Context: an optimization exercise on an open-source flow, tuned for small area, a short achievable clock period and few clock cycles per item. The choices shown serve that exercise and are no tape-out recipe. In this exercise RTL edits were held to simulation tests only and were not proved equivalent to the original.

==> flow/standard.sh <==
#!/bin/bash
# synth_recipe.tcl (not shown) runs the flow's synth.tcl, then flattens the netlist and writes it again
# the make line also repeats each setting of config.mk as NAME=value (left out here)
make -C /OpenROAD-flow-scripts/flow DESIGN_CONFIG=/design/flow/config.mk WORK_HOME=/design/flow/orfs CLKGATE_MAP_FILE= SYNTH_SCRIPT=/design/flow/synth_recipe.tcl "${@:-finish}"
==> flow/flow/fastroute.tcl <==
# Global routing layers as the platform sets them, but with more of met1 and met2 held back,
# so that the global router sends more of the horizontal demand to met3, which is mostly free.
set_global_routing_layer_adjustment met1 0.55
set_global_routing_layer_adjustment met2 0.35
set_global_routing_layer_adjustment met3-$::env(MAX_ROUTING_LAYER) 0.2

set_routing_layers -clock $::env(MIN_CLK_ROUTING_LAYER)-$::env(MAX_ROUTING_LAYER)
set_routing_layers -signal $::env(MIN_ROUTING_LAYER)-$::env(MAX_ROUTING_LAYER)
==> flow/config.mk <==
export PLATFORM = sky130hd
export DESIGN_NAME = aes256_concat
export DESIGN_NICKNAME = aes256_concat
export VERILOG_FILES = /design/flow/design.v
export SDC_FILE = /design/flow/constraint.sdc
export NUM_CORES = 4
export LEC_CHECK = 0
export ABC_AREA = 1
export CAP_MARGIN = 20
export CORE_MARGIN = 2
export CORE_UTILIZATION = 40
export PLACE_DENSITY = 0.45
export SETUP_SLACK_MARGIN = 4.0
export SLEW_MARGIN = 20
==> flow/design.v <==
module aes256_concat (
    input  logic                clk,
    input  logic                rst_n,
    input  logic                s0_tvalid,
    output logic                s0_tready,
    input  logic [383:0]        s0_tdata,
    output logic                s_out_tvalid,
    input  logic                s_out_tready,
    output logic [127:0]        s_out_tdata
);
    localparam logic [2047:0] SBOX_T = {
        256'h16bb54b00f2d99416842e6bf0d89a18cdf2855cee9871e9b948ed9691198f8e1,
        256'h9e1dc186b95735610ef6034866b53e708a8bbd4b1f74dde8c6b4a61c2e2578ba,
        256'h08ae7a65eaf4566ca94ed58d6d37c8e779e4959162acd3c25c2406490a3a32e0,
        256'hdb0b5ede14b8ee4688902a22dc4f816073195d643d7ea7c41744975fec130ccd,
        256'hd2f3ff1021dab6bcf5389d928f40a351a89f3c507f02f94585334d43fbaaefd0,
        256'hcf584c4a39becb6a5bb1fc20ed00d153842fe329b3d63b52a05a6e1b1a2c8309,
        256'h75b227ebe28012079a059618c323c7041531d871f1e5a534ccf73f362693fdb7,
        256'hc072a49cafa2d4adf04759fa7dc982ca76abd7fe2b670130c56f6bf27b777c63
    };
    function automatic logic [7:0] sbox(input logic [7:0] x);
        sbox = SBOX_T[{x, 3'b000} +: 8];
    endfunction
    localparam logic [63:0] INV16_T = 64'h834a5c2f67bde910;   
    function automatic logic [7:0] sb_in(input logic [7:0] x);
        sb_in[0] = x[0] ^ x[2] ^ x[3] ^ x[4] ^ x[6] ^ x[7];
        sb_in[1] = x[1] ^ x[3];
        sb_in[2] = x[1] ^ x[4] ^ x[6];
        sb_in[3] = x[1] ^ x[2] ^ x[6] ^ x[7];
        sb_in[4] = x[4] ^ x[5] ^ x[6];
        sb_in[5] = x[1] ^ x[4] ^ x[6] ^ x[7];
        sb_in[6] = x[2] ^ x[3] ^ x[5] ^ x[7];
        sb_in[7] = x[5] ^ x[7];
    endfunction
    function automatic logic [7:0] sb_core(input logic [7:0] a);
        logic [3:0] h, l, hl, p, d, e, oh, ol;
        h = a[7:4];
        l = a[3:0];
        hl = h ^ l;
        p[0] = (h[0] & l[0]) ^ (h[1] & l[3]) ^ (h[2] & l[2]) ^ (h[3] & l[1]);
        p[1] = (h[0] & l[1]) ^ (h[1] & l[0]) ^ (h[1] & l[3]) ^ (h[2] & l[2]) ^ (h[2] & l[3]) ^ (h[3] & l[1]) ^ (h[3] & l[2]);
        p[2] = (h[0] & l[2]) ^ (h[1] & l[1]) ^ (h[2] & l[0]) ^ (h[2] & l[3]) ^ (h[3] & l[2]) ^ (h[3] & l[3]);
        p[3] = (h[0] & l[3]) ^ (h[1] & l[2]) ^ (h[2] & l[1]) ^ (h[3] & l[0]) ^ (h[3] & l[3]);
        d[0] = h[0] ^ l[0] ^ l[2] ^ p[0];
        d[1] = h[1] ^ h[3] ^ l[2] ^ p[1];
        d[2] = h[3] ^ l[1] ^ l[3] ^ p[2];
        d[3] = h[0] ^ h[2] ^ l[3] ^ p[3];
        e = INV16_T[{d, 2'b00} +: 4];
        oh[0] = (h[0] & e[0]) ^ (h[1] & e[3]) ^ (h[2] & e[2]) ^ (h[3] & e[1]);
        oh[1] = (h[0] & e[1]) ^ (h[1] & e[0]) ^ (h[1] & e[3]) ^ (h[2] & e[2]) ^ (h[2] & e[3]) ^ (h[3] & e[1]) ^ (h[3] & e[2]);
        oh[2] = (h[0] & e[2]) ^ (h[1] & e[1]) ^ (h[2] & e[0]) ^ (h[2] & e[3]) ^ (h[3] & e[2]) ^ (h[3] & e[3]);
        oh[3] = (h[0] & e[3]) ^ (h[1] & e[2]) ^ (h[2] & e[1]) ^ (h[3] & e[0]) ^ (h[3] & e[3]);
        ol[0] = (hl[0] & e[0]) ^ (hl[1] & e[3]) ^ (hl[2] & e[2]) ^ (hl[3] & e[1]);
        ol[1] = (hl[0] & e[1]) ^ (hl[1] & e[0]) ^ (hl[1] & e[3]) ^ (hl[2] & e[2]) ^ (hl[2] & e[3]) ^ (hl[3] & e[1]) ^ (hl[3] & e[2]);
        ol[2] = (hl[0] & e[2]) ^ (hl[1] & e[1]) ^ (hl[2] & e[0]) ^ (hl[2] & e[3]) ^ (hl[3] & e[2]) ^ (hl[3] & e[3]);
        ol[3] = (hl[0] & e[3]) ^ (hl[1] & e[2]) ^ (hl[2] & e[1]) ^ (hl[3] & e[0]) ^ (hl[3] & e[3]);
        sb_core = {oh, ol};
    endfunction
    function automatic logic [7:0] sb_out(input logic [7:0] z);
        sb_out[0] = ~(z[0] ^ z[2] ^ z[5] ^ z[6]);
        sb_out[1] = ~(z[0] ^ z[1] ^ z[2] ^ z[3] ^ z[7]);
        sb_out[2] = z[0] ^ z[3] ^ z[4] ^ z[6];
        sb_out[3] = z[0] ^ z[2];
        sb_out[4] = z[0] ^ z[1] ^ z[3] ^ z[4] ^ z[5] ^ z[6];
        sb_out[5] = ~(z[1] ^ z[2] ^ z[3] ^ z[7]);
        sb_out[6] = ~(z[4] ^ z[6] ^ z[7]);
        sb_out[7] = z[1] ^ z[2] ^ z[7];
    endfunction
    function automatic logic [7:0] xt(input logic [7:0] b);
        xt = {b[6:0], 1'b0} ^ (b[7] ? 8'h1b : 8'h00);
    endfunction
    function automatic logic [31:0] mix(input logic [31:0] c);
        logic [7:0] a0, a1, a2, a3;
        {a3, a2, a1, a0} = c;
        mix = {xt(a3) ^ xt(a0) ^ a0 ^ a1 ^ a2,
               xt(a2) ^ xt(a3) ^ a3 ^ a0 ^ a1,
               xt(a1) ^ xt(a2) ^ a2 ^ a3 ^ a0,
               xt(a0) ^ xt(a1) ^ a1 ^ a2 ^ a3};
    endfunction
    logic [127:0] d1, d2, k1a, k1b, k2p, k2b;
    logic [31:0]  k2s;
    logic         v1, v2;           
    logic [3:0]   n1, r2;           
    logic         lsel;             
    logic [127:0] ob, ob2;
    logic         obv, ob2v;
    logic         fin1;             
    logic         frz;              
    logic         rdy;              
    logic         load, taken, inc;
    logic         fin1_n, lsel_n, obv_n, ob2v_n;
    assign taken = obv && s_out_tready;
    assign inc   = fin1 && !ob2v;
    assign fin1_n = frz ? fin1 : (v2 && (r2 == 4'd13));
    assign lsel_n = frz ? lsel : (!v2 || (r2 == 4'd13));
    assign obv_n  = obv  ? (!s_out_tready || inc || ob2v) : inc;
    assign ob2v_n = ob2v ? !s_out_tready : (obv && !s_out_tready && inc);
    assign s0_tready    = rdy;
    assign load         = s0_tvalid && s0_tready;
    assign s_out_tvalid = obv;
    assign s_out_tdata  = ob;
    logic [127:0] sb, sy, sr, mc, ct, pre;
    for (genvar b = 0; b < 16; b++) begin : g_sub
        assign sb[8*b +: 8] = sb_core(d2[8*b +: 8]);
        assign sy[8*b +: 8] = sb_out(d1[8*b +: 8]);
    end
    for (genvar r = 0; r < 4; r++) begin : g_row
        for (genvar c = 0; c < 4; c++) begin : g_col
            assign sr[8*(r+4*c) +: 8] = sy[8*(r+4*((c+r)%4)) +: 8];
        end
    end
    for (genvar c = 0; c < 4; c++) begin : g_mix
        assign mc[32*c +: 32] = mix(sr[32*c +: 32]);
    end
    assign ct = sr ^ k1b;
    logic [127:0] xd, td;
    assign xd = lsel ? (s0_tdata[383:256] ^ s0_tdata[127:0]) : (mc ^ k1b);
    for (genvar b = 0; b < 16; b++) begin : g_in
        assign td[8*b +: 8] = sb_in(xd[8*b +: 8]);
    end
    logic [31:0]  tw;
    logic [7:0]   rcon;
    always_comb begin
        case (r2[3:1])
            3'd0:    rcon = 8'h01;
            3'd1:    rcon = 8'h02;
            3'd2:    rcon = 8'h04;
            3'd3:    rcon = 8'h08;
            3'd4:    rcon = 8'h10;
            3'd5:    rcon = 8'h20;
            default: rcon = 8'h40;
        endcase
        if (r2 == 4'd0)  tw = 32'd0;
        else if (r2[0])  tw = {k2s[7:0], k2s[31:8]} ^ {24'd0, rcon};
        else             tw = k2s;
    end
    assign pre[31:0]   = k1a[31:0];
    assign pre[63:32]  = k1a[63:32]  ^ pre[31:0];
    assign pre[95:64]  = k1a[95:64]  ^ pre[63:32];
    assign pre[127:96] = k1a[127:96] ^ pre[95:64];
    always_ff @(posedge clk or negedge rst_n) begin
        if (!rst_n) begin
            v1   <= 1'b0;
            v2   <= 1'b0;
            n1   <= 4'd0;
            r2   <= 4'd0;
            lsel <= 1'b1;
            fin1 <= 1'b0;
            frz  <= 1'b0;
            rdy  <= 1'b1;
            obv  <= 1'b0;
            ob2v <= 1'b0;
        end else begin
            if (!frz) begin
                v1   <= v2;
                n1   <= r2 + 4'd1;
                if (lsel) begin
                    v2 <= load;
                    r2 <= 4'd0;
                end else begin
                    v2 <= v1;
                    r2 <= n1;
                end
            end
            lsel <= lsel_n;
            fin1 <= fin1_n;
            frz  <= fin1_n && ob2v_n;
            rdy  <= lsel_n && !(fin1_n && ob2v_n);
            obv  <= obv_n;
            ob2v <= ob2v_n;
        end
    end
    always_ff @(posedge clk) begin
        if (!frz) begin
            d1  <= sb;
            k1a <= k2b;
            k1b <= k2p ^ {4{tw}};
            k2s <= {sbox(k1b[127:120]), sbox(k1b[119:112]), sbox(k1b[111:104]), sbox(k1b[103:96])};
            d2 <= td;
            if (lsel) begin
                k2p <= s0_tdata[255:128];
                k2b <= s0_tdata[127:0];
            end else begin
                k2p <= pre;
                k2b <= k1b;
            end
        end
        if (!obv || s_out_tready) ob <= ob2v ? ob2 : ct;
        if (!ob2v) ob2 <= ct;
    end
endmodule
==> flow/flow/run.sh <==
#!/bin/bash
# The standard layout (standard.sh), except that global routing reserves more of met1 and met2
# (flow/fastroute.tcl) so that detailed routing starts from fewer met1 conflicts.
set -euo pipefail
here="$(pwd)"
bash standard.sh FASTROUTE_TCL="$here/flow/fastroute.tcl" finish > "$here/standard_make.log" 2>&1
==> flow/constraint.sdc <==
create_clock -name core_clock -period 7.0 [get_ports {clk}]
set_input_delay 1.4000 -clock core_clock [delete_from_list [all_inputs] [get_ports {clk}]]
set_output_delay 1.4000 -clock core_clock [all_outputs]
set_load 0.01 [all_outputs]
==> results of run 1 <==
[placed cells by master, fill, tap and decap left out, types with 387 or more instances in the layout]
| cell | synthesis | routed |
|---|---|---|
| inv_1 | 1321 | 1196 |
| xnor2_1 | 555 | 448 |
| nand2_1 | 5302 | 4730 |
| clkdlybuf4s50_1 | 0 | 387 |
| nor2_1 | 737 | 612 |
| edfxtp_1 | 928 | 928 |
| nand2_2 | 147 | 455 |
| xor2_1 | 513 | 415 |
| nand3_1 | 1406 | 1148 |
| o21ai_0 | 699 | 644 |
| buf_4 | 46 | 689 |
[per-stage QoR]
stage	setup WS (ps)	util, %	cell area [µm²]
2_1_floorplan	3940	-	92300
4_1_cts	3970	47.7	110000
3_5_place_dp	2970	43.7	100000
3_3_place_gp	2960	43.7	100000
5_1_grt	3740	52.5	121000
6_report	3880	52.5	121000
[metal layers]
metal	routed length, µm	GRT usage (%)	vias to the layer above
li1	-	-	45900
met3	68500	25.2	1748
met1	154000	65.9	45100
met4	50700	34.9	42
met5	604	0.204	-
met2	184000	63.8	5118
[worst paths after layout]
check	endpoint	cells after the start
setup reg to reg	d1[105]	17
hold / removal	k1a[107]	0
max in group asynchronous	ob2v	1
hold reg to reg	k1a[107]	0
setup / recovery	d1[105]	17
min in group asynchronous	ob2v	1
[worst reg2reg max path, cell delays in order, from the launching register on]
cell,delay (ps)
edfxtp_1,570
buf_6,210
nor2_4,120
xor2_2,200
xor2_1,190
nand2_1,120
nand2_2,120
buf_6,130
ha_2,170
nand3_1,190
nand3_4,230
nand2_8,110
nor2_4,110
nand3_1,70
nand2_1,70
nand2_1,70
nand3_1,80
nand2_1,60
[state kept, by name, indices dropped and copies added, names as in the netlist, 4 cells and up]
name and flops:
d1 128, d2 128, k1a 128, k1b 128
k2b 128, k2p 128, ob2 128, ob 128
k2s 32, n1 4, r2 4
[timing repair]
item	CTS	global route
buffers inserted	265	424
pin swaps	96	578
gates cloned	15	19
endpoints found under the hold margin	0	0
gates resized for setup	745	1705
setup endpoints to repair	596	335
[kinds of logic (layout without fill, tap and decap cells)]
family                   Yosys count  after routing  synth area share, %
AND/OR/NAND/NOR                 7923           7953                 35.6
buffers and inverters           1821           2978                 7.83
AO/OA/AOI/OAI                   1349           1351                 8.44
XOR/XNOR                        1128           1128                 11.3
flip-flops                      1072           1072                 33.4
adder cells (fa/ha/maj)          255            255                 3.46
other                              0             22                    0
[final cells by class]
class | instances | area [µm²] | area share [%]
antenna | 22 | 55.1 | 0.0457
tap | 3026 | 3790 | 3.14
clock inverter | 76 | 1160 | 0.961
inverter | 1387 | 5450 | 4.52
clock buffer | 174 | 3580 | 2.97
sequential | 1072 | 30800 | 25.6
multi-input combinational | 10700 | 63500 | 52.7
timing repair buffer | 1341 | 12200 | 10.1
==> flow_metrics.env, run 1 <==
export IMPL_status="no timing/DRC/antenna violations"
export IMPL_async_flop_share_pct=1.49
export IMPL_dp_hpwl_um=343000
export IMPL_cp_start_kind="register"
export IMPL_worstSetupPathType="reg2reg"
export IMPL_grt_max_degree=158
export IMPL_ant_nets=0
export IMPL_drt_pass1_iter_count=8
export IMPL_synth_area_leaders="edfxtp_1 30%, nand2_1 22%, nand3_1 7.6%"
export IMPL_hold_buffers=0
export IMPL_synthDominantCellAreaShare_pct=30.2
export IMPL_place_inst=16800
export IMPL_syn_inst=13500
export IMPL_fmax_mhz=321
export IMPL_fp_dieW_um=484
export IMPL_ys_flop_type="edfxtp_1"
export IMPL_synth_cell_types=70
export IMPL_area_growth_pct=30.7
export IMPL_worstHoldStart="k2b[107]"
export IMPL_slew_headroom_pct=17.7
export IMPL_ys_seq_area_share_pct=33.4
export IMPL_crit_top_cell="nand2_1"
export IMPL_clock_root_buffer="clkbuf_16"
export IMPL_numClockSinks=1072
export IMPL_finalCritPeriodShare_pct=44.5
export IMPL_synth_common_cells="5302 x nand2_1, 1406 x nand3_1, 1321 x inv_1"
export IMPL_reg2reg_slack_ps=3880
export IMPL_cts_tree="done"
export IMPL_hold_path_class="reg2reg"
export IMPL_synthMostInstantiatedCell="nand2_1"
export IMPL_crit_fanout=5
export IMPL_fp_row_count=176
export IMPL_path_clk_slew_ps=60
export IMPL_fin_cells=17800
export IMPL_clock_latency_ps=860
export IMPL_io_buffers=517
export IMPL_cpLargestDelayFamily="simple AND/OR/NAND/NOR gates"
export IMPL_drt_wl_total_um=458000
export IMPL_synth_edf_count=928
export IMPL_h_tree_depth=4
export IMPL_route_detailed_vias_per_inst=5.51
export IMPL_cts_made_buffers=134
export IMPL_synth_area_per_cell_um2=6.81
export IMPL_skew_ps=88.3
export IMPL_dieHeight_um=484
export IMPL_tns_ps=0
export IMPL_cpPeakStageDelay_ps=570
export IMPL_critPathSlowestCell="edfxtp_1"
export IMPL_max_cap_violations=0
export IMPL_routedWlPerCell_um=25.7
export IMPL_drc=0
export IMPL_finalHoldViolCount=0
export IMPL_pin_count=518
export IMPL_rsz0062_at_grt="yes"
export IMPL_crit_start="d2[106]"
export IMPL_worstPathRequired_ps=7520
export IMPL_worstMarginPinSlew_ps=1230
export IMPL_grt_pass1_vias=95400
export IMPL_grt_ovfl_total=0
export IMPL_initial_core_util_pct=40.2
export IMPL_synthesis_area_um2=92300
export IMPL_cts_buffer_depth=3
export IMPL_critPathCaptureType="register"
export IMPL_ys_ff_latch=1072
export IMPL_antenna_found_initial=35
export IMPL_die_area_um2=234000
export IMPL_slew_viol_final=0
export IMPL_coreArea_um2=230000
export IMPL_final_nets=15300
export IMPL_synth_largest_area_cell="edfxtp_1"
export IMPL_grt_usage_pct=46.6
export IMPL_yosysWarnings=1
export IMPL_synthesis_nets=14200
export IMPL_r2r_start="d2[106]"
export IMPL_grt_pass1_wl_um=633000
export IMPL_crit_buf_inv=2
export IMPL_drive_above_1_share_pct=20.0
export IMPL_drt_iter0_markers=6017
export IMPL_worst_hold_slack_ps=378
export IMPL_period_minus_slack_ps=3120
export IMPL_final_setup_viol_count=0
export IMPL_gp_congestion=1.06
export IMPL_route_vias_total=97900
export IMPL_worstPathCellList="buf_6 > nor2_4 > xor2_2 > xor2_1 > nand2_1 > nand2_2 > buf_6 > ha_2 > nand3_1 > nand3_4 > nand2_8 > nor2_4 > nand3_1 > nand2_1 > nand2_1 > nand3_1 > nand2_1"
export IMPL_n_fill_cell=21800
export IMPL_cp_arrival_ps=3630
Testbench counts, summed over its fixed seeds: cycles 7,192, items 512.
==> run 2, diff against run 1 <==
--- a/flow/design.v
+++ b/flow/design.v
@@ -8,19 +8,6 @@
     input  logic                s_out_tready,
     output logic [127:0]        s_out_tdata
 );
-    localparam logic [2047:0] SBOX_T = {
-        256'h16bb54b00f2d99416842e6bf0d89a18cdf2855cee9871e9b948ed9691198f8e1,
-        256'h9e1dc186b95735610ef6034866b53e708a8bbd4b1f74dde8c6b4a61c2e2578ba,
-        256'h08ae7a65eaf4566ca94ed58d6d37c8e779e4959162acd3c25c2406490a3a32e0,
-        256'hdb0b5ede14b8ee4688902a22dc4f816073195d643d7ea7c41744975fec130ccd,
-        256'hd2f3ff1021dab6bcf5389d928f40a351a89f3c507f02f94585334d43fbaaefd0,
-        256'hcf584c4a39becb6a5bb1fc20ed00d153842fe329b3d63b52a05a6e1b1a2c8309,
-        256'h75b227ebe28012079a059618c323c7041531d871f1e5a534ccf73f362693fdb7,
-        256'hc072a49cafa2d4adf04759fa7dc982ca76abd7fe2b670130c56f6bf27b777c63
-    };
-    function automatic logic [7:0] sbox(input logic [7:0] x);
-        sbox = SBOX_T[{x, 3'b000} +: 8];
-    endfunction
     localparam logic [63:0] INV16_T = 64'h834a5c2f67bde910;   
     function automatic logic [7:0] sb_in(input logic [7:0] x);
         sb_in[0] = x[0] ^ x[2] ^ x[3] ^ x[4] ^ x[6] ^ x[7];
@@ -78,7 +65,7 @@
                xt(a0) ^ xt(a1) ^ a1 ^ a2 ^ a3};
     endfunction
     logic [127:0] d1, d2, k1a, k1b, k2p, k2b;
-    logic [31:0]  k2s;
+    logic [31:0]  k1m, k2s;
     logic         v1, v2;           
     logic [3:0]   n1, r2;           
     logic         lsel;             
@@ -118,8 +105,12 @@
     for (genvar b = 0; b < 16; b++) begin : g_in
         assign td[8*b +: 8] = sb_in(xd[8*b +: 8]);
     end
-    logic [31:0]  tw;
+    logic [31:0]  sw, tw;
     logic [7:0]   rcon;
+    logic [127:0] knext;
+    for (genvar b = 0; b < 4; b++) begin : g_sw
+        assign sw[8*b +: 8] = sb_out(k2s[8*b +: 8]);
+    end
     always_comb begin
         case (r2[3:1])
             3'd0:    rcon = 8'h01;
@@ -131,9 +122,10 @@
             default: rcon = 8'h40;
         endcase
         if (r2 == 4'd0)  tw = 32'd0;
-        else if (r2[0])  tw = {k2s[7:0], k2s[31:8]} ^ {24'd0, rcon};
-        else             tw = k2s;
+        else if (r2[0])  tw = {sw[7:0], sw[31:8]} ^ {24'd0, rcon};
+        else             tw = sw;
     end
+    assign knext = k2p ^ {4{tw}};
     assign pre[31:0]   = k1a[31:0];
     assign pre[63:32]  = k1a[63:32]  ^ pre[31:0];
     assign pre[95:64]  = k1a[95:64]  ^ pre[63:32];
@@ -174,8 +166,9 @@
         if (!frz) begin
             d1  <= sb;
             k1a <= k2b;
-            k1b <= k2p ^ {4{tw}};
-            k2s <= {sbox(k1b[127:120]), sbox(k1b[119:112]), sbox(k1b[111:104]), sbox(k1b[103:96])};
+            k1b <= knext;
+            k1m <= {sb_in(knext[127:120]), sb_in(knext[119:112]), sb_in(knext[111:104]), sb_in(knext[103:96])};
+            k2s <= {sb_core(k1m[31:24]), sb_core(k1m[23:16]), sb_core(k1m[15:8]), sb_core(k1m[7:0])};
             d2 <= td;
             if (lsel) begin
                 k2p <= s0_tdata[255:128];
==> run 2 against run 1 <==
Area after synthesis is 3.8% lower. Core utilization increased by 0.79 points. Via count fell by 11%. Sequential cell count is 32 higher. Largest cell class unchanged. Worst hold slack better by 31 ps. Clock skew is 57 ps lower. Cell area shrank 2.7%. Still clean on timing, DRC and antenna. Register-to-register slack improved by 90 ps. Global-route usage shrank 6.0 points. Die area shrank 3.8%.
==> flow_metrics.env, run 2 <==
export IMPL_grt_max_degree=172
export IMPL_drt_wl_total_um=380000
export IMPL_cts_made_buffers=140
export IMPL_antenna_found_initial=36
export IMPL_async_flop_share_pct=1.45
export IMPL_synth_edf_count=960
export IMPL_ys_flop_type="edfxtp_1"
export IMPL_initial_core_util_pct=40.3
export IMPL_path_clk_slew_ps=60
export IMPL_worstPathRequired_ps=7570
export IMPL_yosysWarnings=1
export IMPL_cts_tree="done"
export IMPL_ant_nets=0
export IMPL_grt_ovfl_total=0
export IMPL_final_nets=14600
export IMPL_grt_pass1_wl_um=530000
export IMPL_status="no timing/DRC/antenna violations"
export IMPL_synthesis_area_um2=88700
export IMPL_skew_ps=31.6
export IMPL_synth_area_per_cell_um2=6.93
export IMPL_final_setup_viol_count=0
export IMPL_max_cap_violations=0
export IMPL_area_growth_pct=32.2
export IMPL_clock_root_buffer="clkbuf_16"
export IMPL_drt_pass1_iter_count=6
export IMPL_pin_count=518
export IMPL_cp_arrival_ps=3600
export IMPL_dp_hpwl_um=286000
export IMPL_final_area_um2=117000
export IMPL_synth_top_family_by_area="simple AND/OR/NAND/NOR gates"
export IMPL_worstMarginPinSlew_ps=1190
export IMPL_fmax_mhz=330
export IMPL_synth_compound_area_share_pct=3.67
export IMPL_cts_buffer_depth=3
export IMPL_rsz0062_at_grt="yes"
export IMPL_synth_common_cells="5525 x nand2_1, 1466 x nand3_1, 1379 x inv_1"
export IMPL_numClockSinks=1104
export IMPL_dpl_cell_area_um2=96600
export IMPL_synth_largest_area_cell="edfxtp_1"
export IMPL_muxShareOfSynthArea_pct=0
export IMPL_dieHeight_um=475
export IMPL_syn_inst=12800
export IMPL_hold_path_class="reg2reg"
export IMPL_h_tree_depth=4
export IMPL_ys_ff_latch=1104
export IMPL_grt_pass1_vias=82700
export IMPL_ys_seq_area_share_pct=35.8
export IMPL_io_buffers=517
export IMPL_route_detailed_vias_per_inst=5.13
export IMPL_yosys_area_share_adder_pct=3.43
export IMPL_synthMostInstantiatedCell="nand2_1"
export IMPL_place_inst=16000
export IMPL_route_vias_total=87500
export IMPL_critPathCaptureType="register"
export IMPL_coreArea_um2=220000
export IMPL_mostFrequentLayoutCell="nand2_1"
export IMPL_drt_iter0_markers=4879
export IMPL_gp_congestion=1.00
export IMPL_fp_dieW_um=475
export IMPL_tns_ps=0
export IMPL_synthDominantCellAreaShare_pct=32.5
export IMPL_drive_above_1_share_pct=20.2
export IMPL_finalCritPeriodShare_pct=43.2
export IMPL_drc=0
export IMPL_hold_buffers=0
export IMPL_worst_hold_slack_ps=409
export IMPL_slew_headroom_pct=20.0
export IMPL_fin_cells=17000
export IMPL_finalHoldViolCount=0
export IMPL_clock_latency_ps=830
export IMPL_worstSetupPathType="reg2reg"
export IMPL_synth_cell_types=46
export IMPL_crit_fanout=10
export IMPL_fp_row_count=172
export IMPL_synthSimpleGateAreaFrac_pct=36.3
export IMPL_synth_area_leaders="edfxtp_1 32%, nand2_1 23%, nand3_1 8.3%"
export IMPL_routedWlPerCell_um=22.3
export IMPL_mostFrequentLayoutCells="4831 x nand2_1, 1257 x inv_1, 1176 x nand3_1"
export IMPL_slew_viol_final=0
export IMPL_die_area_um2=226000
export IMPL_cp_start_kind="register"
export IMPL_synthesis_nets=13400
export IMPL_period_minus_slack_ps=3030
export IMPL_synth_xor_area_share_pct=13.3
export IMPL_grt_usage_pct=40.6
## run 2: area by class of cell
class	instances	area, µm²
diodes	15	37.5
clock buffers	181	3880
clock inverters	78	856
fillers	21000	103000
inverters	1391	5400
multi-input cells	10100	60200
flip-flops and latches	1104	31800
well taps	2958	3700
repair buffers	1256	11400
repair inverters	1	11.3
## run 2: critical path, stage by stage (launching register included)
cell and delay, ps:
edfxtp_1 460, ha_2 350, inv_1 50, xor2_1 380, nand2_1 220, nand3_4 230
nand2_4 110, nand2_2 150, nand3_4 130, nand2_4 140, nand2_1 120, nand3_1 90
nand2_1 70, nand2_1 90, nand2_1 60, nand2_1 50, nand2_1 60
## run 2: metrics by stage
| step | utilization [%] | setup slack, ps |
|---|---|---|
| global route | 53.3 | 3740 |
| floorplan | - | 3870 |
| global placement | 43.9 | 2950 |
| finish | 53.3 | 3970 |
| CTS | 48.1 | 3870 |
| detailed placement | 43.9 | 2970 |
## run 2: layer usage
layer | GRT usage [%] | up-vias | wire length [µm]
met3 | 18.2 | 1133 | 48100
met5 | 0.411 | - | 348
met1 | 62.0 | 40200 | 138000
li1 | - | 42900 | -
met2 | 56.9 | 3203 | 156000
met4 | 27.6 | 36 | 38100
## run 2: cells by family (layout without fill, tap and decap cells)
group           count (synthesis)  after routing
compound gates                627            628
xor+xnor                     1338           1338
fa+ha+maj                     243            243
buf+inv                      1674           2907
flops                        1104           1104
other cells                     0             15
simple gates                 7814           7850
## run 2: final timing paths
| path | startpoint | end | slack (ps) | depth (start not counted) |
|---|---|---|---|---|
| max | d2[1] | d1[5] | 3970 | 16 |
| min | k2b[61] | k1a[61] | 410 | 0 |
| max reg2reg | d2[1] | d1[5] | 3970 | 16 |
| min reg2reg | k2b[61] | k1a[61] | 410 | 0 |
| max in group asynchronous | rst_n | ob2v | 5270 | 1 |
| min in group asynchronous | rst_n | v1 | 1080 | 1 |
## run 2: repair_timing
action,4_1_cts,5_1_grt
cloned,14,26
pin swaps,62,550
setup endpoints to repair,806,465
setup buffers,274,430
gates resized for setup,729,1822
Testbench counts of run 2, summed over its fixed seeds: cycles 7,192, items 512.
==> run 3, diff against run 2 <==
--- a/flow/config.mk
+++ b/flow/config.mk
@@ -10,5 +10,5 @@
 export CORE_MARGIN = 2
 export CORE_UTILIZATION = 40
 export PLACE_DENSITY = 0.45
-export SETUP_SLACK_MARGIN = 4.0
+export SETUP_SLACK_MARGIN = 4.3
 export SLEW_MARGIN = 20
==> run 3 against run 2 <==
Maximum frequency shrank 2.8%. Non-clock buffer count increased by 694. Setup slack worse by 86 ps. Critical path type unchanged. Clock skew is 9.8 ps higher. Core utilization grew 9.2 points. Synthesized cell count unchanged.
==> flow_metrics.env, run 3 <==
export IMPL_h_tree_depth=4
export IMPL_numClockSinks=1104
export IMPL_finalHoldViolCount=0
export IMPL_synthMostInstantiatedCell="nand2_1"
export IMPL_mostFrequentLayoutCells="3718 x nand2_1, 1176 x nand2_2, 1044 x buf_4"
export IMPL_mostFrequentLayoutCell="nand2_1"
export IMPL_place_inst=16000
export IMPL_drc=0
export IMPL_synth_area_leaders="edfxtp_1 32%, nand2_1 23%, nand3_1 8.3%"
export IMPL_ys_seq_area_share_pct=35.8
export IMPL_synth_area_per_cell_um2=6.93
export IMPL_worstPathRequired_ps=7560
export IMPL_worstMarginPinSlew_ps=1190
export IMPL_grt_pass1_wl_um=572000
export IMPL_drt_iter0_markers=4728
export IMPL_n_fill_cell=18500
export IMPL_syn_inst=12800
export IMPL_slew_headroom_pct=19.9
export IMPL_crit_top_cell="nand2_2"
export IMPL_pin_count=518
export IMPL_route_vias_total=93700
export IMPL_critPathSlowestCell="edfxtp_1"
export IMPL_yosysWarnings=1
export IMPL_ys_flop_type="edfxtp_1"
export IMPL_path_clk_slew_ps=70
export IMPL_async_flop_share_pct=1.45
export IMPL_synth_edf_count=960
export IMPL_grt_pass1_vias=89800
export IMPL_cts_buffer_depth=3
export IMPL_r2r_start="d2[122]"
export IMPL_antenna_found_initial=34
export IMPL_worstHoldStart="k2b[71]"
export IMPL_tns_ps=0
export IMPL_drt_wl_total_um=417000
export IMPL_final_setup_viol_count=0
export IMPL_synth_cell_types=46
export IMPL_crit_start="d2[122]"
export IMPL_final_area_um2=138000
export IMPL_fmax_mhz=321
export IMPL_drt_pass1_iter_count=7
export IMPL_worstPathCellList="ha_4 > xnor2_4 > xnor2_2 > inv_1 > nand2_2 > nand2_8 > inv_8 > ha_4 > inv_2 > nand2_2 > nand3_4 > nand2_8 > nor2_1 > o21ai_1 > nand3_1 > nand2_2 > inv_1 > nand2_2 > nand2_4"
export IMPL_finalCritPeriodShare_pct=44.5
export IMPL_period_minus_slack_ps=3110
export IMPL_reg2reg_slack_ps=3890
export IMPL_routedWlPerCell_um=23.5
export IMPL_dieHeight_um=475
export IMPL_synthesis_nets=13400
export IMPL_multi_input_area_um2=73600
export IMPL_gp_congestion=1.01
export IMPL_grt_max_degree=152
export IMPL_initial_core_util_pct=40.3
export IMPL_crit_fanout=6
export IMPL_area_growth_pct=55.0
export IMPL_cts_tree="done"
export IMPL_rsz0062_at_grt="yes"
export IMPL_dp_slack_ps=2960
export IMPL_drive_above_1_share_pct=39.8
export IMPL_worstSetupPathType="reg2reg"
export IMPL_ys_ff_latch=1104
export IMPL_cp_arrival_ps=3680
export IMPL_cts_made_buffers=139
export IMPL_slew_viol_final=0
export IMPL_synthDominantCellAreaShare_pct=32.5
export IMPL_cp_start_kind="register"
export IMPL_io_buffers=517
export IMPL_dpl_cell_area_um2=97100
export IMPL_final_nets=15300
export IMPL_coreArea_um2=220000
export IMPL_cpPeakStageDelay_ps=510
export IMPL_synth_common_cells="5525 x nand2_1, 1466 x nand3_1, 1379 x inv_1"
export IMPL_ant_nets=0
export IMPL_fp_row_count=172
export IMPL_clock_root_buffer="clkbuf_16"
export IMPL_fp_dieW_um=475
export IMPL_die_area_um2=226000
export IMPL_clock_latency_ps=850
export IMPL_synth_largest_area_cell="edfxtp_1"
export IMPL_fin_cells=17700
export IMPL_dp_hpwl_um=292000
export IMPL_grt_ovfl_total=0
export IMPL_status="no timing/DRC/antenna violations"
export IMPL_skew_ps=41.4
export IMPL_grt_usage_pct=43.7
export IMPL_seqCellArea_um2=31800
export IMPL_hold_path_class="reg2reg"
export IMPL_synthesis_area_um2=88700
export IMPL_route_detailed_vias_per_inst=5.28
export IMPL_max_cap_violations=0
export IMPL_worst_slack_ps=3890
export IMPL_critPathCaptureType="register"
-- run 3: final cells by class --
type | instances | area share [%]
inverter | 1391 | 4.15
clock buffer | 172 | 2.70
multi-input combinational | 10100 | 53.5
clock inverter | 87 | 0.774
timing repair buffer | 1950 | 13.0
timing repair inverter | 3 | 0.0246
sequential | 1104 | 23.1
antenna | 16 | 0.0291
tap | 2958 | 2.69
-- run 3: worst paths after layout --
check / end / depth (start not counted)
setup / recovery: d1[122] / 19
hold / removal: k1a[71] / 0
setup reg to reg: d1[122] / 19
hold reg to reg: k1a[71] / 0
max in group asynchronous: ob2v / 1
min in group asynchronous: n1[2] / 1
-- run 3: worst max-delay path: cells and delay by family (launching register included) --
family | cells | cell delay [ps]
buf+inv | 4 | 270
simple gates | 10 | 1110
flops | 1 | 510
xor+xnor | 2 | 390
compound gates | 1 | 160
fa+ha+maj | 2 | 400
-- run 3: logic make-up (layout without fill, tap and decap cells) --
| kind of cell | after synthesis | in the layout | synth area share, % |
|---|---|---|---|
| AND/OR/NAND/NOR | 7814 | 7849 | 36.3 |
| buffers and inverters | 1674 | 3603 | 7.45 |
| XOR/XNOR | 1338 | 1338 | 13.3 |
| flip-flops | 1104 | 1104 | 35.8 |
| AO/OA/AOI/OAI | 627 | 628 | 3.67 |
| adder cells (fa/ha/maj) | 243 | 243 | 3.43 |
| other | 0 | 16 | 0 |
-- run 3: routing by layer --
metal,up-vias,part of all wire (%),global-route usage (%)
met3,1526,15,22.8
met5,-,0.041,0
li1,44300,-,-
met2,4104,41,61.5
met4,26,9.7,27.5
met1,43700,34,64.4
-- run 3: through the flow --
step	hold slack (ps)	utilization, %
floorplan	400	-
CTS	409	54.8
global placement	401	44.1
global route	421	62.5
finish	410	62.5
detailed placement	405	44.1
-- run 3: repair_timing --
action | in CTS | in global routing
cloned | 38 | 6
setup endpoints to repair | 1197 | 537
pin swaps | 1094 | 1495
hold buffers | 0 | 0
resized for setup | 3485 | 2904
setup buffers | 838 | 548
==> run 4, diff against run 3 <==
--- a/flow/config.mk
+++ b/flow/config.mk
@@ -8,7 +8,7 @@
 export ABC_AREA = 1
 export CAP_MARGIN = 20
 export CORE_MARGIN = 2
-export CORE_UTILIZATION = 40
-export PLACE_DENSITY = 0.45
-export SETUP_SLACK_MARGIN = 4.3
+export CORE_UTILIZATION = 45
+export PLACE_DENSITY = 0.5
+export SETUP_SLACK_MARGIN = 4.0
 export SLEW_MARGIN = 20
==> run 4 against run 3 <==
Setup slack got worse by 300 ps. Sequential cell count unchanged. First-iteration DRC count grew 17%. Maximum frequency decreased by 8.7%. Cell area is 14% lower. Non-clock buffer count shrank 614. Area after synthesis did not move. Die area decreased by 11%. Clock skew about the same. Sequential share of layout area is 3.8 points higher.
==> flow_metrics.env, run 4 <==
export IMPL_synth_largest_area_cell="edfxtp_1"
export IMPL_synth_area_leaders="edfxtp_1 32%, nand2_1 23%, nand3_1 8.3%"
export IMPL_cp_start_kind="register"
export IMPL_cpPeakStageDelay_ps=510
export IMPL_grt_pass1_vias=84800
export IMPL_rr_endpoint="d1[7]"
export IMPL_fin_cells=16800
export IMPL_route_vias_total=89700
export IMPL_drc=0
export IMPL_cts_tree="done"
export IMPL_top_layer="met5"
export IMPL_async_flop_share_pct=1.45
export IMPL_worstMarginPinSlew_ps=1200
export IMPL_slew_viol_final=0
export IMPL_reg2regPathDepth=19
export IMPL_io_buffers=517
export IMPL_synthesis_nets=13400
export IMPL_cts_made_buffers=137
export IMPL_h_tree_depth=4
export IMPL_dr_wl_met3_um=47500
export IMPL_critPathCaptureType="register"
export IMPL_hold_path_class="reg2reg"
export IMPL_skew_ps=41.1
export IMPL_synthMostInstantiatedCell="nand2_1"
export IMPL_worstPathRequired_ps=7560
export IMPL_worstHoldStart="k2b[106]"
export IMPL_final_nets=14700
export IMPL_synthesis_area_um2=88700
export IMPL_final_area_um2=118000
export IMPL_routedWlPerCell_um=22.4
export IMPL_grt_ovfl_total=0
export IMPL_fp_dieW_um=448
export IMPL_fp_row_count=162
export IMPL_finalCritPeriodShare_pct=48.7
export IMPL_grt_max_degree=175
export IMPL_grt_usage_pct=44.4
export IMPL_initial_core_util_pct=45.4
export IMPL_ant_nets=0
export IMPL_crit_top_cell="nand2_1"
export IMPL_crit_fanout=8
export IMPL_cp_arrival_ps=3970
export IMPL_finalHoldViolCount=0
export IMPL_critPathSlowestCell="edfxtp_1"
export IMPL_mostFrequentLayoutCells="4779 x nand2_1, 1228 x inv_1, 1169 x nand3_1"
export IMPL_route_detailed_vias_per_inst=5.35
export IMPL_synthDominantCellAreaShare_pct=32.5
export IMPL_dieHeight_um=448
export IMPL_status="no timing/DRC/antenna violations"
export IMPL_worstPathCellList="ha_4 > xnor2_2 > nand2b_4 > nand2_1 > nand2_2 > nand2_4 > inv_4 > ha_1 > inv_2 > nand2_4 > nand2_1 > nand2_1 > nand2_4 > nor2_1 > nand3_1 > nand2_1 > nand2_1 > nand3_1 > nand2_1"
export IMPL_final_setup_viol_count=0
export IMPL_clock_root_buffer="clkbuf_16"
export IMPL_yosysWarnings=1
export IMPL_cts_buffer_depth=3
export IMPL_max_cap_violations=0
export IMPL_synth_cell_types=46
export IMPL_drt_iter0_markers=5547
export IMPL_drt_wl_total_um=376000
export IMPL_met1_length_um=126000
export IMPL_ys_ff_latch=1104
export IMPL_pin_count=518
export IMPL_tns_ps=0
export IMPL_dpl_cell_area_um2=96200
export IMPL_synth_area_per_cell_um2=6.93
export IMPL_gp_congestion=1.02
export IMPL_grt_pass1_wl_um=520000
export IMPL_syn_inst=12800
export IMPL_min_to="k1a[106]"
export IMPL_place_inst=15700
export IMPL_fmax_mhz=293
export IMPL_worstSetupPathType="reg2reg"
export IMPL_reg2reg_slack_ps=3590
export IMPL_path_clk_slew_ps=60
export IMPL_area_growth_pct=33.3
export IMPL_dp_hpwl_um=276000
export IMPL_synth_common_cells="5525 x nand2_1, 1466 x nand3_1, 1379 x inv_1"
export IMPL_ys_seq_area_share_pct=35.8
export IMPL_coreArea_um2=195000
export IMPL_rsz0062_at_grt="yes"
export IMPL_numClockSinks=1104
export IMPL_r2r_start="d2[4]"
export IMPL_antenna_found_initial=18
export IMPL_ys_flop_type="edfxtp_1"
export IMPL_drive_above_1_share_pct=21.5
export IMPL_drt_pass1_iter_count=7
export IMPL_period_minus_slack_ps=3410
export IMPL_synth_edf_count=960
export IMPL_die_area_um2=201000
export IMPL_slew_headroom_pct=19.3
export IMPL_clock_latency_ps=840
export IMPL_route_met2_wl_um=159000
export IMPL_whs_path_depth=0
export IMPL_mostFrequentLayoutCell="nand2_1"
-- run 4: cell counts after synthesis --
Identical to the previous run, type by type.
-- run 4: kinds of logic after synthesis --
| group | count (synthesis) | share of synthesized area [%] |
|---|---|---|
| adder cells (fa/ha/maj) | 243 | 3.43 |
| AO/OA/AOI/OAI | 627 | 3.67 |
| AND/OR/NAND/NOR | 7814 | 36.3 |
| flip-flops | 1104 | 35.8 |
| buffers and inverters | 1674 | 7.45 |
| XOR/XNOR | 1338 | 13.3 |
-- run 4: critical path, delay by kind of cell (launching register included) --
kind	cells	cell delay, ps
AND/OR/NAND/NOR	14	1510
XOR/XNOR	1	500
flip-flops	1	510
adder cells (fa/ha/maj)	2	470
buffers and inverters	2	160
-- run 4: area by class of cell --
cell class                 count  area (µm²)
tap                         2624        3280
antenna                        6        15.0
multi-input combinational  10100       60900
timing repair buffer        1336       12100
sequential                  1104       31800
clock buffer                 165        3720
fill                       17500       77100
timing repair inverter         1        16.3
inverter                    1391        5440
clock inverter                89         977
-- run 4: worst max path at each step --
stage                 start      end  slack [ps]  cells after the start
6_report              d2[4]    d1[7]        3590                     19
5_1_grt               d2[4]    d1[5]        3220                     19
4_1_cts               r2[1]  k1m[16]        3980                     12
3_5_place_dp          r2[1]   k1m[3]        3030                      9
3_3_place_gp   s0_tdata[59]   d2[56]        2840                     11
2_1_floorplan           frz    n1[1]        3870                      4
-- run 4: what timing repair did --
item	4_1_cts	5_1_grt
buffers inserted	280	503
cloned	19	22
hold buffers	0	0
resized for setup	728	1970
setup endpoints to repair	639	301
pin swaps	74	640
-- run 4: per-stage QoR --
stage               utilization, %  hold slack, ps  setup slack (ps)
finish                        60.5             407              3590
global route                  60.5             418              3220
CTS                           54.1             411              3980
detailed placement            49.2             405              3030
global placement              49.2             401              2840
floorplan                        -             400              3870
-- run 4: routing by layer --
layer / vias to the layer above / track usage [%]
li1: 43000 / -
met1: 41300 / 63.6
met2: 3880 / 64.6
met3: 1473 / 19.4
met4: 22 / 33.4
met5: - / 0
==> run 5, diff against run 4 <==
--- a/flow/config.mk
+++ b/flow/config.mk
@@ -8,7 +8,7 @@
 export ABC_AREA = 1
 export CAP_MARGIN = 20
 export CORE_MARGIN = 2
-export CORE_UTILIZATION = 45
-export PLACE_DENSITY = 0.5
+export CORE_UTILIZATION = 35
+export PLACE_DENSITY = 0.4
 export SETUP_SLACK_MARGIN = 4.0
 export SLEW_MARGIN = 20
==> run 5 against run 4 <==
Sequential share of layout area shrank 0.45 points. Still clean on timing, DRC and antenna. Critical path depth shrank 16.
==> flow_metrics.env, run 5 <==
export IMPL_cts_tree="done"
export IMPL_finalCritPeriodShare_pct=42.6
export IMPL_io_buffers=517
export IMPL_critPathCaptureType="register"
export IMPL_synthesis_nets=13400
export IMPL_finalHoldViolCount=0
export IMPL_drt_iter0_markers=4730
export IMPL_numClockSinks=1104
export IMPL_h_tree_depth=4
export IMPL_hold_path_class="reg2reg"
export IMPL_route_detailed_vias_per_inst=5.00
export IMPL_drt_wl_total_um=395000
export IMPL_coreArea_um2=252000
export IMPL_grt_pass1_vias=82900
export IMPL_pin_count=518
export IMPL_async_flop_share_pct=1.45
export IMPL_syn_inst=12800
export IMPL_path_clk_slew_ps=60
export IMPL_dieHeight_um=508
export IMPL_crit_fanout=177
export IMPL_cts_made_buffers=141
export IMPL_gp_congestion=0.978
export IMPL_yosysWarnings=1
export IMPL_slew_viol_final=0
export IMPL_synthesis_area_um2=88700
export IMPL_initial_core_util_pct=35.3
export IMPL_grt_max_degree=178
export IMPL_grt_ovfl_total=0
export IMPL_route_vias_total=87600
export IMPL_dp_hpwl_um=298000
export IMPL_dp_slack_ps=3070
export IMPL_period_minus_slack_ps=2980
export IMPL_grt_pass1_wl_um=548000
export IMPL_synth_edf_count=960
export IMPL_synth_common_cells="5525 x nand2_1, 1466 x nand3_1, 1379 x inv_1"
export IMPL_tns_ps=0
export IMPL_clock_root_buffer="clkbuf_16"
export IMPL_synth_area_leaders="edfxtp_1 32%, nand2_1 23%, nand3_1 8.3%"
export IMPL_slew_headroom_pct=24.3
export IMPL_fp_row_count=184
export IMPL_synthMostInstantiatedCell="nand2_1"
export IMPL_cp_arrival_ps=3480
export IMPL_fmax_mhz=335
export IMPL_synth_area_per_cell_um2=6.93
export IMPL_worst_slack_ps=4020
export IMPL_area_growth_pct=35.5
export IMPL_routedWlPerCell_um=22.6
export IMPL_clock_latency_ps=820
export IMPL_max_cap_violations=0
export IMPL_drt_pass1_iter_count=8
export IMPL_mostFrequentLayoutCells="4680 x nand2_1, 1221 x inv_1, 1126 x nand3_1"
export IMPL_ys_seq_area_share_pct=35.8
export IMPL_worstSetupPathType="reg2reg"
export IMPL_rsz0062_at_grt="yes"
export IMPL_synth_largest_area_cell="edfxtp_1"
export IMPL_antenna_found_initial=36
export IMPL_drive_above_1_share_pct=22.6
export IMPL_ant_nets=0
export IMPL_status="no timing/DRC/antenna violations"
export IMPL_skew_ps=30.5
export IMPL_final_setup_viol_count=0
export IMPL_die_area_um2=258000
export IMPL_synthDominantCellAreaShare_pct=32.5
export IMPL_worstPathRequired_ps=7500
export IMPL_mostFrequentLayoutCell="nand2_1"
export IMPL_fp_dieW_um=508
export IMPL_ys_ff_latch=1104
export IMPL_synth_cell_types=46
export IMPL_drc=0
export IMPL_final_nets=14700
export IMPL_grt_usage_pct=36.8
export IMPL_cts_buffer_depth=3
export IMPL_cp_start_kind="register"
export IMPL_worstMarginPinSlew_ps=1130
export IMPL_ys_flop_type="edfxtp_1"
-- run 5: cell types whose count changed in the layout (fill, tap and decap cells not counted), sizes merged, moves of 5 or more --
cell	delta
clkdlybuf4s15	+17
buf	+6
clkinvlp	-7
clkinv	-5
diode	+14
clkbuf	+19
dlygate4sd2	-21
bufinv	-5
-- run 5: final cells by class --
| class | count | area, µm² |
|---|---|---|
| Sequential cell | 1104 | 31800 |
| Fill cell | 24800 | 131000 |
| Antenna cell | 20 | 50.0 |
| Clock inverter | 77 | 744 |
| Timing Repair Buffer | 1338 | 12200 |
| Tap cell | 3348 | 4190 |
| Multi-Input combinational cell | 10100 | 62000 |
| Clock buffer | 185 | 3840 |
| Inverter | 1391 | 5430 |
-- run 5: cell families (layout without fill, tap and decap cells) --
group,Yosys count,in the layout,share of synthesized area [%]
simple gates,7814,7848,36.3
buf+inv,1674,2991,7.45
xor+xnor,1338,1338,13.3
flops,1104,1104,35.8
compound gates,627,627,3.67
fa+ha+maj,243,243,3.43
other cells,0,20,0
-- run 5: final timing paths --
check | startpoint | slack, ps | depth (start not counted) | to
setup / recovery | frz | 4020 | 3 | d2[67]
hold / removal | k2b[5] | 400 | 0 | k1a[5]
setup reg to reg | frz | 4020 | 3 | d2[67]
hold reg to reg | k2b[5] | 400 | 0 | k1a[5]
max in group asynchronous | rst_n | 5390 | 1 | ob2v
min in group asynchronous | rst_n | 1050 | 1 | fin1
-- run 5: critical path, cell delays in order (launching register included) --
cell and delay, ps:
dfrtp_1 720, clkinv_16 510, buf_16 500, buf_4 480
-- run 5: routing by layer --
| layer | global-route usage (%) | vias up | routed length [µm] |
|---|---|---|---|
| li1 | - | 43100 | - |
| met1 | 57.7 | 40700 | 147000 |
| met2 | 54.0 | 2853 | 169000 |
| met3 | 14.6 | 983 | 44400 |
| met4 | 21.8 | 22 | 33800 |
| met5 | 0.185 | - | 197 |
-- run 5: per-stage QoR --
step / hold WS [ps] / instances / utilization (%) / area (µm²)
floorplan: 400 / 12800 / - / 88800
global placement: 400 / 16400 / 38.6 / 97200
detailed placement: 405 / 16400 / 38.6 / 97200
CTS: 410 / 17000 / 42.5 / 107000
global route: 418 / 17500 / 47.8 / 120000
finish: 397 / 17500 / 47.8 / 120000
-- run 5: what timing repair did --
| action | in CTS | in global routing |
|---|---|---|
| pin swaps | 79 | 707 |
| hold buffers | 0 | 0 |
| gates cloned | 16 | 19 |
| endpoints found under the setup margin | 639 | 343 |
| setup buffers | 342 | 434 |
| resized for setup | 777 | 2253 |

[afterwards: timing with drivers on the ports]
In the flow no input, the clock included, has a driving cell. The finished layouts below were timed again as built, in two steps. Step 1, drivers: a clkbuf_16 drives clk and a buf_2 each remaining input, both assumed. Step 2 also shifts input and output timing later by t, the mid clock arrival at the registers, as if the neighbouring blocks saw the same clock. a / b / c = no drivers / after step 1 / after step 2; a / b = the first two.
| run | t, ns | setup WS [ns] | clock arrival spread, ns |
|---|---|---|---|
| run 1 | 0.915 | 3.884 / 3.884 / 3.346 | 0.096 / 0.096 |
| run 2 | 0.903 | 3.973 / 3.958 / 3.261 | 0.034 / 0.035 |
| run 3 | 0.940 | 3.886 / 3.835 / 3.484 | 0.049 / 0.049 |
| run 4 | 0.897 | 3.589 / 3.589 / 3.310 | 0.042 / 0.042 |
| run 5 | 0.913 | 4.016 / 3.958 / 3.319 | 0.031 / 0.031 |
After both steps setup and hold are still met in every run listed. For run 2, which loses most, drivers alone change the setup slack by -0.015 ns; drivers and shift together by -0.712 ns.
